This is an optimization exercise on Yosys and OpenROAD, whose aim is small area, not a production implementation.
In this exercise RTL edits were held to simulation tests only and were not proved equivalent to the original.
No driver is modelled on the clock port, so clocking that relies on it looks cheaper here than on a real chip.
Power is estimated from default activity; no workload was simulated.

build 1:
// tetris_top
module tetris_top #(
    parameter int DEBOUNCE_CYCLES = 4,
    parameter int GRAVITY_CYCLES  = 64,
    parameter int SCAN_CYCLES     = 8
) (
    input  logic                         clk,
    input  logic                         reset,
    input  logic                         btn_left,
    input  logic                         btn_right,
    input  logic                         btn_rotate,
    input  logic                         btn_drop,
    input  logic [tetris_pkg::ROW_W-1:0] row_sel,
    output tetris_pkg::row_mask_t        locked_row,
    output tetris_pkg::row_mask_t        active_row,
    output logic [6:0]                   seg,
    output logic [1:0]                   an,
    output logic                         score_win
);
    logic [5:0] tcnt;
    always_ff @(posedge clk) begin
        if (reset) tcnt <= 6'd0;
        else       tcnt <= tcnt + 6'd1;
    end
    logic tick, grav, gw, capture;
    assign tick    = &tcnt[1:0];
    assign gw      = &tcnt[5:2];         
    assign grav    = gw & tick;
    assign capture = (tcnt[1:0] == 2'd1);
    logic [2:0] bA, bE2, bE1;
    logic       bD;
    always_ff @(posedge clk) begin
        if (reset) begin
            bA  <= 3'b000;
            bE2 <= 3'b000;
            bE1 <= 3'b000;
        end else begin
            if (capture) begin
                bA  <= {btn_left, btn_right, btn_rotate};
                bE2 <= {btn_left, btn_right, btn_rotate} & ~bA;
            end
            if (tick) bE1 <= bE2;
        end
    end
    always_ff @(posedge clk) begin
        if (capture) bD <= btn_drop;
    end
    localparam logic [1:0] S_IDLE = 2'd0, S_ACT = 2'd1, S_LOCK = 2'd2, S_CLR = 2'd3;
    logic [1:0]  st;
    logic [1:0]  kind;      
    logic        rot;
    logic [3:0]  pc, pr;
  ...
==> flow/config.mk <==
export PLATFORM = sky130hd
export DESIGN_NAME = tetris_top
export DESIGN_NICKNAME = tetris_top
export VERILOG_FILES = /design/flow/design.v
export SDC_FILE = /design/flow/constraint.sdc
export NUM_CORES = 8
export LEC_CHECK = 0
export CAP_MARGIN = 0
export CORE_MARGIN = 2
export CORE_UTILIZATION = 40
export PLACE_DENSITY = 0.55
export SLEW_MARGIN = 0
==> flow/constraint.sdc <==
create_clock -name core_clock -period 15.0 [get_ports {clk}]
set_input_delay 3.0000 -clock core_clock [delete_from_list [all_inputs] [get_ports {clk}]]
set_output_delay 3.0000 -clock core_clock [all_outputs]
set_load 0.01 [all_outputs]
standard.sh (not shown) runs the stock make flow with config.mk's settings and CLKGATE_MAP_FILE= SYNTH_SCRIPT=/design/flow/synth_recipe.tcl, a recipe that flattens the netlist after the stock synthesis.
==> flow/flow/run.sh <==
#!/bin/bash
# Own layout flow: the standard flow (standard.sh), except that
#  - the combinational logic of the standard synthesis is mapped again for area
#    (reabc.tcl with abc.script); registers keep their cells and names;
#  - ports get the smallest buffer; the clock tree uses clkbuf_8 without dummy loads,
#    and after CTS any clock buffer whose sinks would see a slow edge becomes clkbuf_16
#    (fixclk.tcl).
# Each tool's output goes to a log_*.txt file in the work folder.
set -euo pipefail
W=$(pwd)
R=$W/orfs/results/$FLOW_PLATFORM/tetris_top/base
LIB=$FLOW_HOME/platforms/$FLOW_PLATFORM/lib/sky130_fd_sc_hd__tt_025C_1v80.lib
YOSYS=$(command -v yosys || echo "$FLOW_HOME/../tools/install/yosys/bin/yosys")
KNOBS=(
  "BUFFER_PORTS_ARGS=-buffer_cell sky130_fd_sc_hd__buf_1"
  "CTS_ARGS=-sink_clustering_enable -repair_clock_nets -dont_use_dummy_load -buf_list sky130_fd_sc_hd__clkbuf_8"
  "MATCH_CELL_FOOTPRINT=0"
  "RECOVER_POWER=100"
)
bash standard.sh "${KNOBS[@]}" synth > "$W/log_synth.txt" 2>&1
cp "$R/1_2_yosys.v" "$W/netlist_standard.v"
python3 "$W/flow/gen_cells.py" "$LIB" > "$W/comb_cells.v"
# several abc scripts (different random seeds for deepsyn) in parallel; keep the smallest
best=""; best_area=""
for n in 0 1 2 3; do
  CF_LIB="$LIB" CF_TOP="$FLOW_TOP" CF_CELLS="$W/comb_cells.v" CF_IN="$W/netlist_standard.v" \
    CF_ABC="$W/flow/abc$n.script" CF_STAT="$W/reabc_stat$n.txt" CF_OUT="$W/netlist_reabc$n.v" \
    "$YOSYS" -c "$W/flow/reabc.tcl" > "$W/log_reabc$n.txt" 2>&1 &
done
wait
for n in 0 1 2 3; do
  [[ -s "$W/netlist_reabc$n.v" ]] || continue
  a=$(awk '/Chip area/ {print $NF}' "$W/reabc_stat$n.txt")
  if [[ -z "$best" ]] || awk -v a="$a" -v b="$best_area" 'BEGIN {exit !(a < b)}'; then
    best=$n; best_area=$a
  fi
done
echo "reabc: script $best, area $best_area" > "$W/reabc_choice.txt"
cp "$W/netlist_reabc$best.v" "$W/netlist_reabc.v"
cp "$W/netlist_reabc.v" "$R/1_2_yosys.v"
rm -f "$R/1_synth.odb" "$R/1_synth.sdc"
bash standard.sh "${KNOBS[@]}" cts > "$W/log_layout_cts.txt" 2>&1
CF_LIB="$LIB" CF_ODB="$R/4_cts.odb" CF_SDC="$R/4_cts.sdc" CF_SLEW=0.105 \
  CF_RC="$FLOW_HOME/platforms/$FLOW_PLATFORM/setRC.tcl" \
  openroad -no_init -exit "$W/flow/fixclk.tcl" > "$W/log_fixclk.txt" 2>&1
bash standard.sh "${KNOBS[@]}" > "$W/log_layout.txt" 2>&1
==> flow/flow/abc0.script <==
strash
dc2
&get -n
&deepsyn -T 120
&put
strash
&get -n
&dch -f
&nf -a -R 1000 -F 8 -A 8 -p
&put
strash
&get -n
&deepsyn -T 120
&put
strash
&get -n
&dch -f
&nf -a -R 1000 -F 8 -A 8 -p
&put
strash
&get -n
&dch -f
&nf -a -R 1000 -F 8 -A 8 -p
&put
topo
==> flow/flow/abc1.script <==
strash
dc2
&get -n
&deepsyn -T 120 -S 1
&put
strash
&get -n
&dch -f
&nf -a -R 1000 -F 8 -A 8 -p
&put
strash
&get -n
&deepsyn -T 120 -S 11
&put
strash
&get -n
&dch -f
&nf -a -R 1000 -F 8 -A 8 -p
&put
strash
&get -n
&dch -f
&nf -a -R 1000 -F 8 -A 8 -p
&put
topo
==> flow/flow/abc2.script <==
strash
dc2
&get -n
&deepsyn -T 120 -S 2
&put
strash
&get -n
&dch -f
&nf -a -R 1000 -F 8 -A 8 -p
&put
strash
&get -n
&deepsyn -T 120 -S 12
&put
strash
&get -n
&dch -f
&nf -a -R 1000 -F 8 -A 8 -p
&put
strash
&get -n
&dch -f
&nf -a -R 1000 -F 8 -A 8 -p
&put
topo
==> flow/flow/abc3.script <==
strash
dc2
&get -n
&deepsyn -T 120 -S 3
&put
strash
&get -n
&dch -f
&nf -a -R 1000 -F 8 -A 8 -p
&put
strash
&get -n
&deepsyn -T 120 -S 13
&put
strash
&get -n
&dch -f
&nf -a -R 1000 -F 8 -A 8 -p
&put
strash
&get -n
&dch -f
&nf -a -R 1000 -F 8 -A 8 -p
&put
topo
==> flow/flow/fixclk.tcl <==
# Upsizes clock buffers whose flip-flop clock pins would see a slow edge, after CTS.
# Reads and rewrites the CTS result of the standard flow.
read_liberty $::env(CF_LIB)
read_db $::env(CF_ODB)
read_sdc $::env(CF_SDC)
source $::env(CF_RC)
set_propagated_clock [all_clocks]
estimate_parasitics -placement
set limit $::env(CF_SLEW)
set changed 0
foreach inst [get_cells *] {
  set m [get_property $inst ref_name]
  if {![string match "sky130_fd_sc_hd__clkbuf_*" $m]} { continue }
  set out [get_pins -of_objects $inst -filter "direction==output"]
  set net [get_nets -of_objects $out]
  set worst 0
  foreach p [get_pins -of_objects $net -filter "direction==input"] {
    set s [get_property $p slew_max]
    if {$s > $worst} { set worst $s }
  }
  if {$worst > $limit && $m ne "sky130_fd_sc_hd__clkbuf_16"} {
    puts "upsize [get_property $inst name] $m worst $worst"
    replace_cell $inst sky130_fd_sc_hd__clkbuf_16
    incr changed
  }
}
puts "upsized $changed clock buffers"
if {$changed > 0} {
  detailed_placement
  check_placement -verbose
}
write_db $::env(CF_ODB)
==> flow/flow/reabc.tcl <==
# Re-maps the combinational logic of the standard synthesis netlist for area.
# Registers (and every other sequential cell) are kept as they are, with their names.
set lib $::env(CF_LIB)
set top $::env(CF_TOP)
yosys read_verilog $::env(CF_CELLS)
yosys read_liberty -lib -ignore_redef $lib
yosys read_verilog $::env(CF_IN)
yosys hierarchy -top $top
yosys flatten
yosys hierarchy -top $top -purge_lib
yosys read_liberty -lib -ignore_redef $lib
yosys opt_clean -purge
yosys techmap
yosys opt -fast
yosys abc -script $::env(CF_ABC) -liberty $lib -dont_use *probe* -dont_use *lpflow*
yosys opt_clean -purge
yosys hilomap -singleton -hicell sky130_fd_sc_hd__conb_1 HI -locell sky130_fd_sc_hd__conb_1 LO
yosys splitnets
yosys opt_clean -purge
yosys rename -enumerate -pattern cfc_% c:*abc* c:*\$auto\$*
yosys rename -enumerate -pattern cfw_% w:*abc*
yosys rename -enumerate -pattern cfv_% w:*\$auto\$*
yosys rename -hide w:*.*
yosys rename -enumerate -pattern cfd_% w:*.*
yosys tee -o $::env(CF_STAT) stat -liberty $lib
yosys check -assert -mapped
yosys write_verilog -noattr -nohex -nodec $::env(CF_OUT)
Other scripts of this flow, unchanged in this note and not shown: flow/flow/gen_cells.py
Build 1: flow complete, layout not clean; failing: capacitance limit, slew limit
Inputs modified between build 1 and build 37:
--- a/flow/flow/run.sh
+++ b/flow/flow/run.sh
@@ -17,2 +16,0 @@
-  "MATCH_CELL_FOOTPRINT=0"
-  "RECOVER_POWER=100"
@@ -23,17 +21,3 @@
-# several abc scripts (different random seeds for deepsyn) in parallel; keep the smallest
-best=""; best_area=""
-for n in 0 1 2 3; do
-  CF_LIB="$LIB" CF_TOP="$FLOW_TOP" CF_CELLS="$W/comb_cells.v" CF_IN="$W/netlist_standard.v" \
-    CF_ABC="$W/flow/abc$n.script" CF_STAT="$W/reabc_stat$n.txt" CF_OUT="$W/netlist_reabc$n.v" \
-    "$YOSYS" -c "$W/flow/reabc.tcl" > "$W/log_reabc$n.txt" 2>&1 &
-done
-wait
-for n in 0 1 2 3; do
-  [[ -s "$W/netlist_reabc$n.v" ]] || continue
-  a=$(awk '/Chip area/ {print $NF}' "$W/reabc_stat$n.txt")
-  if [[ -z "$best" ]] || awk -v a="$a" -v b="$best_area" 'BEGIN {exit !(a < b)}'; then
-    best=$n; best_area=$a
-  fi
-done
-echo "reabc: script $best, area $best_area" > "$W/reabc_choice.txt"
-cp "$W/netlist_reabc$best.v" "$W/netlist_reabc.v"
+CF_LIB="$LIB" CF_TOP="$FLOW_TOP" CF_CELLS="$W/comb_cells.v" CF_IN="$W/netlist_standard.v" \
+  CF_ABC="$W/flow/abc.script" CF_STAT="$W/reabc_stat.txt" CF_OUT="$W/netlist_reabc.v" \
+  "$YOSYS" -c "$W/flow/reabc.tcl" > "$W/log_reabc.txt" 2>&1
==> flow/flow/abc.script (new file) <==
strash
dc2
&get -n
&deepsyn -T 120
&put
strash
&get -n
&dch -f
&nf -a -R 1000 -F 8 -A 8 -p
&put
strash
&get -n
&deepsyn -T 120
&put
strash
&get -n
&dch -f
&nf -a -R 1000 -F 8 -A 8 -p
&put
strash
&get -n
&dch -f
&nf -a -R 1000 -F 8 -A 8 -p
&put
topo
--- a/flow/config.mk
+++ b/flow/config.mk
@@ -8 +8 @@
-export CAP_MARGIN = 0
+export CAP_MARGIN = 25
@@ -10,0 +11 @@
+export GPL_TIMING_DRIVEN = 0
@@ -12 +13 @@
-export SLEW_MARGIN = 0
+export SLEW_MARGIN = 25
removed: flow/flow/abc0.script
removed: flow/flow/abc1.script
removed: flow/flow/abc2.script
removed: flow/flow/abc3.script
## What came out
- Build 37 completed; timing, DRC and antenna clean
- Compared with build 1, in build 37 number of vias per cell after detailed routing flat, leakage power picked up an extra 0.052 nW.
- Comparing build 1 and build 37, combinational power is lower on build 1.
> inputs changed (build 37 -> build 83)
--- a/flow/flow/run.sh
+++ b/flow/flow/run.sh
@@ -21,3 +21,17 @@
-CF_LIB="$LIB" CF_TOP="$FLOW_TOP" CF_CELLS="$W/comb_cells.v" CF_IN="$W/netlist_standard.v" \
-  CF_ABC="$W/flow/abc.script" CF_STAT="$W/reabc_stat.txt" CF_OUT="$W/netlist_reabc.v" \
-  "$YOSYS" -c "$W/flow/reabc.tcl" > "$W/log_reabc.txt" 2>&1
+# several abc scripts (different random seeds for deepsyn) in parallel; keep the smallest
+best=""; best_area=""
+for n in 0 1 2 3; do
+  CF_LIB="$LIB" CF_TOP="$FLOW_TOP" CF_CELLS="$W/comb_cells.v" CF_IN="$W/netlist_standard.v" \
+    CF_ABC="$W/flow/abc$n.script" CF_STAT="$W/reabc_stat$n.txt" CF_OUT="$W/netlist_reabc$n.v" \
+    "$YOSYS" -c "$W/flow/reabc.tcl" > "$W/log_reabc$n.txt" 2>&1 &
+done
+wait
+for n in 0 1 2 3; do
+  [[ -s "$W/netlist_reabc$n.v" ]] || continue
+  a=$(awk '/Chip area/ {print $NF}' "$W/reabc_stat$n.txt")
+  if [[ -z "$best" ]] || awk -v a="$a" -v b="$best_area" 'BEGIN {exit !(a < b)}'; then
+    best=$n; best_area=$a
+  fi
+done
+echo "reabc: script $best, area $best_area" > "$W/reabc_choice.txt"
+cp "$W/netlist_reabc$best.v" "$W/netlist_reabc.v"
==> flow/flow/abc0.script (new file) <==
strash
dc2
&get -n
&deepsyn -T 120
&put
strash
&get -n
&dch -f
&nf -a -R 1000 -F 8 -A 8 -p
&put
strash
&get -n
&deepsyn -T 120
&put
strash
&get -n
&dch -f
&nf -a -R 1000 -F 8 -A 8 -p
&put
strash
&get -n
&dch -f
&nf -a -R 1000 -F 8 -A 8 -p
&put
topo
==> flow/flow/abc1.script (new file) <==
strash
dc2
&get -n
&deepsyn -T 120 -S 1
&put
strash
&get -n
&dch -f
&nf -a -R 1000 -F 8 -A 8 -p
&put
strash
&get -n
&deepsyn -T 120 -S 11
&put
strash
&get -n
&dch -f
&nf -a -R 1000 -F 8 -A 8 -p
&put
strash
&get -n
&dch -f
&nf -a -R 1000 -F 8 -A 8 -p
&put
topo
==> flow/flow/abc2.script (new file) <==
strash
dc2
&get -n
&deepsyn -T 120 -S 2
&put
strash
&get -n
&dch -f
&nf -a -R 1000 -F 8 -A 8 -p
&put
strash
&get -n
&deepsyn -T 120 -S 12
&put
strash
&get -n
&dch -f
&nf -a -R 1000 -F 8 -A 8 -p
&put
strash
&get -n
&dch -f
&nf -a -R 1000 -F 8 -A 8 -p
&put
topo
==> flow/flow/abc3.script (new file) <==
strash
dc2
&get -n
&deepsyn -T 120 -S 3
&put
strash
&get -n
&dch -f
&nf -a -R 1000 -F 8 -A 8 -p
&put
strash
&get -n
&deepsyn -T 120 -S 13
&put
strash
&get -n
&dch -f
&nf -a -R 1000 -F 8 -A 8 -p
&put
strash
&get -n
&dch -f
&nf -a -R 1000 -F 8 -A 8 -p
&put
topo
--- a/flow/config.mk
+++ b/flow/config.mk
@@ -8 +8 @@
-export CAP_MARGIN = 25
+export CAP_MARGIN = 0
@@ -10,4 +10,3 @@
-export CORE_UTILIZATION = 40
-export GPL_TIMING_DRIVEN = 0
-export PLACE_DENSITY = 0.55
-export SLEW_MARGIN = 25
+export CORE_UTILIZATION = 50
+export PLACE_DENSITY = 0.65
+export SLEW_MARGIN = 0
removed: flow/flow/abc.script
## What came out
Between build 37 and build 83, final worst slack is lower for build 37, build 83 comes in above that.
Final area: build 83 vs build 37 down 2.3%
Share of power burned in the clock network sits lower in build 83 than in build 37.
Looking at transition time at the pin with the least slew margin, build 83 sits above build 37.
Build 37 → build 83: post-route clock period utilization now sits lower, final number of setup-violating endpoints now sits at about the same level, total power after layout now sits lower.
[inputs] build 71 vs build 83
--- a/flow/flow/run.sh
+++ b/flow/flow/run.sh
@@ -16 +16 @@
-  "CTS_ARGS=-sink_clustering_enable -repair_clock_nets -dont_use_dummy_load -buf_list sky130_fd_sc_hd__clkbuf_8"
+  "CTS_ARGS=-sink_clustering_enable -repair_clock_nets -dont_use_dummy_load -buf_list sky130_fd_sc_hd__clkbuf_16"
@@ -21,17 +21,3 @@
-# several abc scripts (different random seeds for deepsyn) in parallel; keep the smallest
-best=""; best_area=""
-for n in 0 1 2 3; do
-  CF_LIB="$LIB" CF_TOP="$FLOW_TOP" CF_CELLS="$W/comb_cells.v" CF_IN="$W/netlist_standard.v" \
-    CF_ABC="$W/flow/abc$n.script" CF_STAT="$W/reabc_stat$n.txt" CF_OUT="$W/netlist_reabc$n.v" \
-    "$YOSYS" -c "$W/flow/reabc.tcl" > "$W/log_reabc$n.txt" 2>&1 &
-done
-wait
-for n in 0 1 2 3; do
-  [[ -s "$W/netlist_reabc$n.v" ]] || continue
-  a=$(awk '/Chip area/ {print $NF}' "$W/reabc_stat$n.txt")
-  if [[ -z "$best" ]] || awk -v a="$a" -v b="$best_area" 'BEGIN {exit !(a < b)}'; then
-    best=$n; best_area=$a
-  fi
-done
-echo "reabc: script $best, area $best_area" > "$W/reabc_choice.txt"
-cp "$W/netlist_reabc$best.v" "$W/netlist_reabc.v"
+CF_LIB="$LIB" CF_TOP="$FLOW_TOP" CF_CELLS="$W/comb_cells.v" CF_IN="$W/netlist_standard.v" \
+  CF_ABC="$W/flow/abc.script" CF_STAT="$W/reabc_stat.txt" CF_OUT="$W/netlist_reabc.v" \
+  "$YOSYS" -c "$W/flow/reabc.tcl" > "$W/log_reabc.txt" 2>&1
==> flow/flow/abc.script (new file) <==
strash
dc2
&get -n
&deepsyn -T 120
&put
strash
&get -n
&dch -f
&nf -a -R 1000 -F 8 -A 8 -p
&put
strash
&get -n
&deepsyn -T 120
&put
strash
&get -n
&dch -f
&nf -a -R 1000 -F 8 -A 8 -p
&put
strash
&get -n
&dch -f
&nf -a -R 1000 -F 8 -A 8 -p
&put
topo
--- a/flow/config.mk
+++ b/flow/config.mk
@@ -10,2 +10,2 @@
-export CORE_UTILIZATION = 50
-export PLACE_DENSITY = 0.65
+export CORE_UTILIZATION = 40
+export PLACE_DENSITY = 0.55
removed: flow/flow/abc0.script
removed: flow/flow/abc1.script
removed: flow/flow/abc2.script
removed: flow/flow/abc3.script
[summary]
From build 83 to build 71 the numbers moved as follows: pin slew with the least headroom to its limit roughly the same; wire length on met1 higher; core outline area higher; number of buffers other than clock buffers in the final layout lower; logic gate share of total power lower.
Going from build 83 to build 71, post-placement worst setup slack shrank by 0.35 ns, vertical extent of the die grew by about 11%.
Build 71 vs build 83 on die boundary width: build 71 is the higher one.
Here is what was changed in the inputs of build 24 compared with build 71.
--- a/flow/flow/run.sh
+++ b/flow/flow/run.sh
@@ -5,3 +5 @@
-#  - ports get the smallest buffer; the clock tree uses clkbuf_8 without dummy loads,
-#    and after CTS any clock buffer whose sinks would see a slow edge becomes clkbuf_16
-#    (fixclk.tcl).
+#  - ports get the smallest buffer, and the clock tree uses clkbuf_4 without dummy loads.
@@ -16 +14 @@
-  "CTS_ARGS=-sink_clustering_enable -repair_clock_nets -dont_use_dummy_load -buf_list sky130_fd_sc_hd__clkbuf_16"
+  "CTS_ARGS=-sink_clustering_enable -repair_clock_nets -dont_use_dummy_load -buf_list sky130_fd_sc_hd__clkbuf_8"
@@ -26,4 +23,0 @@
-bash standard.sh "${KNOBS[@]}" cts > "$W/log_layout_cts.txt" 2>&1
-CF_LIB="$LIB" CF_ODB="$R/4_cts.odb" CF_SDC="$R/4_cts.sdc" CF_SLEW=0.105 \
-  CF_RC="$FLOW_HOME/platforms/$FLOW_PLATFORM/setRC.tcl" \
-  openroad -no_init -exit "$W/flow/fixclk.tcl" > "$W/log_fixclk.txt" 2>&1
--- a/flow/config.mk
+++ b/flow/config.mk
@@ -10,0 +11 @@
+export GPL_TIMING_DRIVEN = 0
removed: flow/flow/fixclk.tcl
==> comparison <==
Build 24 ended with more logic depth of the worst register-to-register path than build 71.
Build 24 completed end to end; final checks failed (capacitance limit, slew limit).
In build 24, the fraction of cell area in non-clock buffers came out 0.53 points below the value in build 71.
Re static power due to leakage: build 71 was lower than build 24.
Diff build 71 -> build 24 | area of the placeable core | increase of about 0.56%
STATUS routed wire length: build 24 wins against build 71
In the flow results for build 24 and build 71, the final estimated routing congestion in global placement is smaller on build 24.
The inputs of build 75 differ from those of build 24 as listed below.
--- a/flow/flow/run.sh
+++ b/flow/flow/run.sh
@@ -5 +5,3 @@
-#  - ports get the smallest buffer, and the clock tree uses clkbuf_4 without dummy loads.
+#  - ports get the smallest buffer; the clock tree uses clkbuf_8 without dummy loads,
+#    and after CTS any clock buffer whose sinks would see a slow edge becomes clkbuf_16
+#    (fixclk.tcl).
@@ -23,0 +26,4 @@
+bash standard.sh "${KNOBS[@]}" cts > "$W/log_layout_cts.txt" 2>&1
+CF_LIB="$LIB" CF_ODB="$R/4_cts.odb" CF_SDC="$R/4_cts.sdc" CF_SLEW=0.105 \
+  CF_RC="$FLOW_HOME/platforms/$FLOW_PLATFORM/setRC.tcl" \
+  openroad -no_init -exit "$W/flow/fixclk.tcl" > "$W/log_fixclk.txt" 2>&1
==> flow/flow/fixclk.tcl (new file) <==
# Upsizes clock buffers whose flip-flop clock pins would see a slow edge, after CTS.
# Reads and rewrites the CTS result of the standard flow.
read_liberty $::env(CF_LIB)
read_db $::env(CF_ODB)
read_sdc $::env(CF_SDC)
source $::env(CF_RC)
set_propagated_clock [all_clocks]
estimate_parasitics -placement
set limit $::env(CF_SLEW)
set changed 0
foreach inst [get_cells *] {
  set m [get_property $inst ref_name]
  if {![string match "sky130_fd_sc_hd__clkbuf_*" $m]} { continue }
  set out [get_pins -of_objects $inst -filter "direction==output"]
  set net [get_nets -of_objects $out]
  set worst 0
  foreach p [get_pins -of_objects $net -filter "direction==input"] {
    set s [get_property $p slew_max]
    if {$s > $worst} { set worst $s }
  }
  if {$worst > $limit && $m ne "sky130_fd_sc_hd__clkbuf_16"} {
    puts "upsize [get_property $inst name] $m worst $worst"
    replace_cell $inst sky130_fd_sc_hd__clkbuf_16
    incr changed
  }
}
puts "upsized $changed clock buffers"
if {$changed > 0} {
  detailed_placement
  check_placement -verbose
}
write_db $::env(CF_ODB)
--- a/flow/config.mk
+++ b/flow/config.mk
@@ -11 +10,0 @@
-export GPL_TIMING_DRIVEN = 0
Notes after the runs:
Build 75 does worse than build 24 on total power. [build 75 vs build 24] share of the cycle needed by the critical path after routing: lower in build 75. Final number of max-transition violations ends up lower on build 75. Build 75 ran to completion and came out clean on the timing, DRC and antenna checks. Comparing build 75 with build 24, the core utilization of the finished layout came out essentially unchanged. Comparing build 75 and build 24, number of buffer and inverter stages on the critical path is lower on build 24. Lower routed metal-1 wirelength goes to build 75 over build 24. Routed wire in build 75 totals more than in build 24.

-- re-timing with driven ports --
In the flow no input, the clock included, has a driving cell. The finished layouts below were timed again as built, in two steps. Step 1, drivers: a clkbuf_16 drives clk and a buf_2 each remaining input, both assumed. Step 2 times the ports against the registers' clock, not the clock port: input delays grow and output delays shrink by t, the midpoint of the rising clock arrivals with the driver on. Slacks: ideal / step 1 / step 2; pairs: ideal / step 1.
run	t, ns	setup WS [ns]	slew at the worst register clock pin (ns)
build 1	0.445	4.466 / 4.409 / 4.409	0.10 / 0.10
build 37	0.437	3.944 / 3.873 / 3.873	0.10 / 0.10
build 83	0.441	4.818 / 4.756 / 4.756	0.09 / 0.09
build 71	0.484	4.463 / 4.398 / 4.398	0.08 / 0.08
build 24	0.522	4.104 / 4.075 / 4.075	0.12 / 0.12
build 75	0.446	4.455 / 4.391 / 4.391	0.10 / 0.10
For build 37, which loses most, drivers alone change the setup slack by -0.071 ns; drivers and shift together by -0.071 ns.
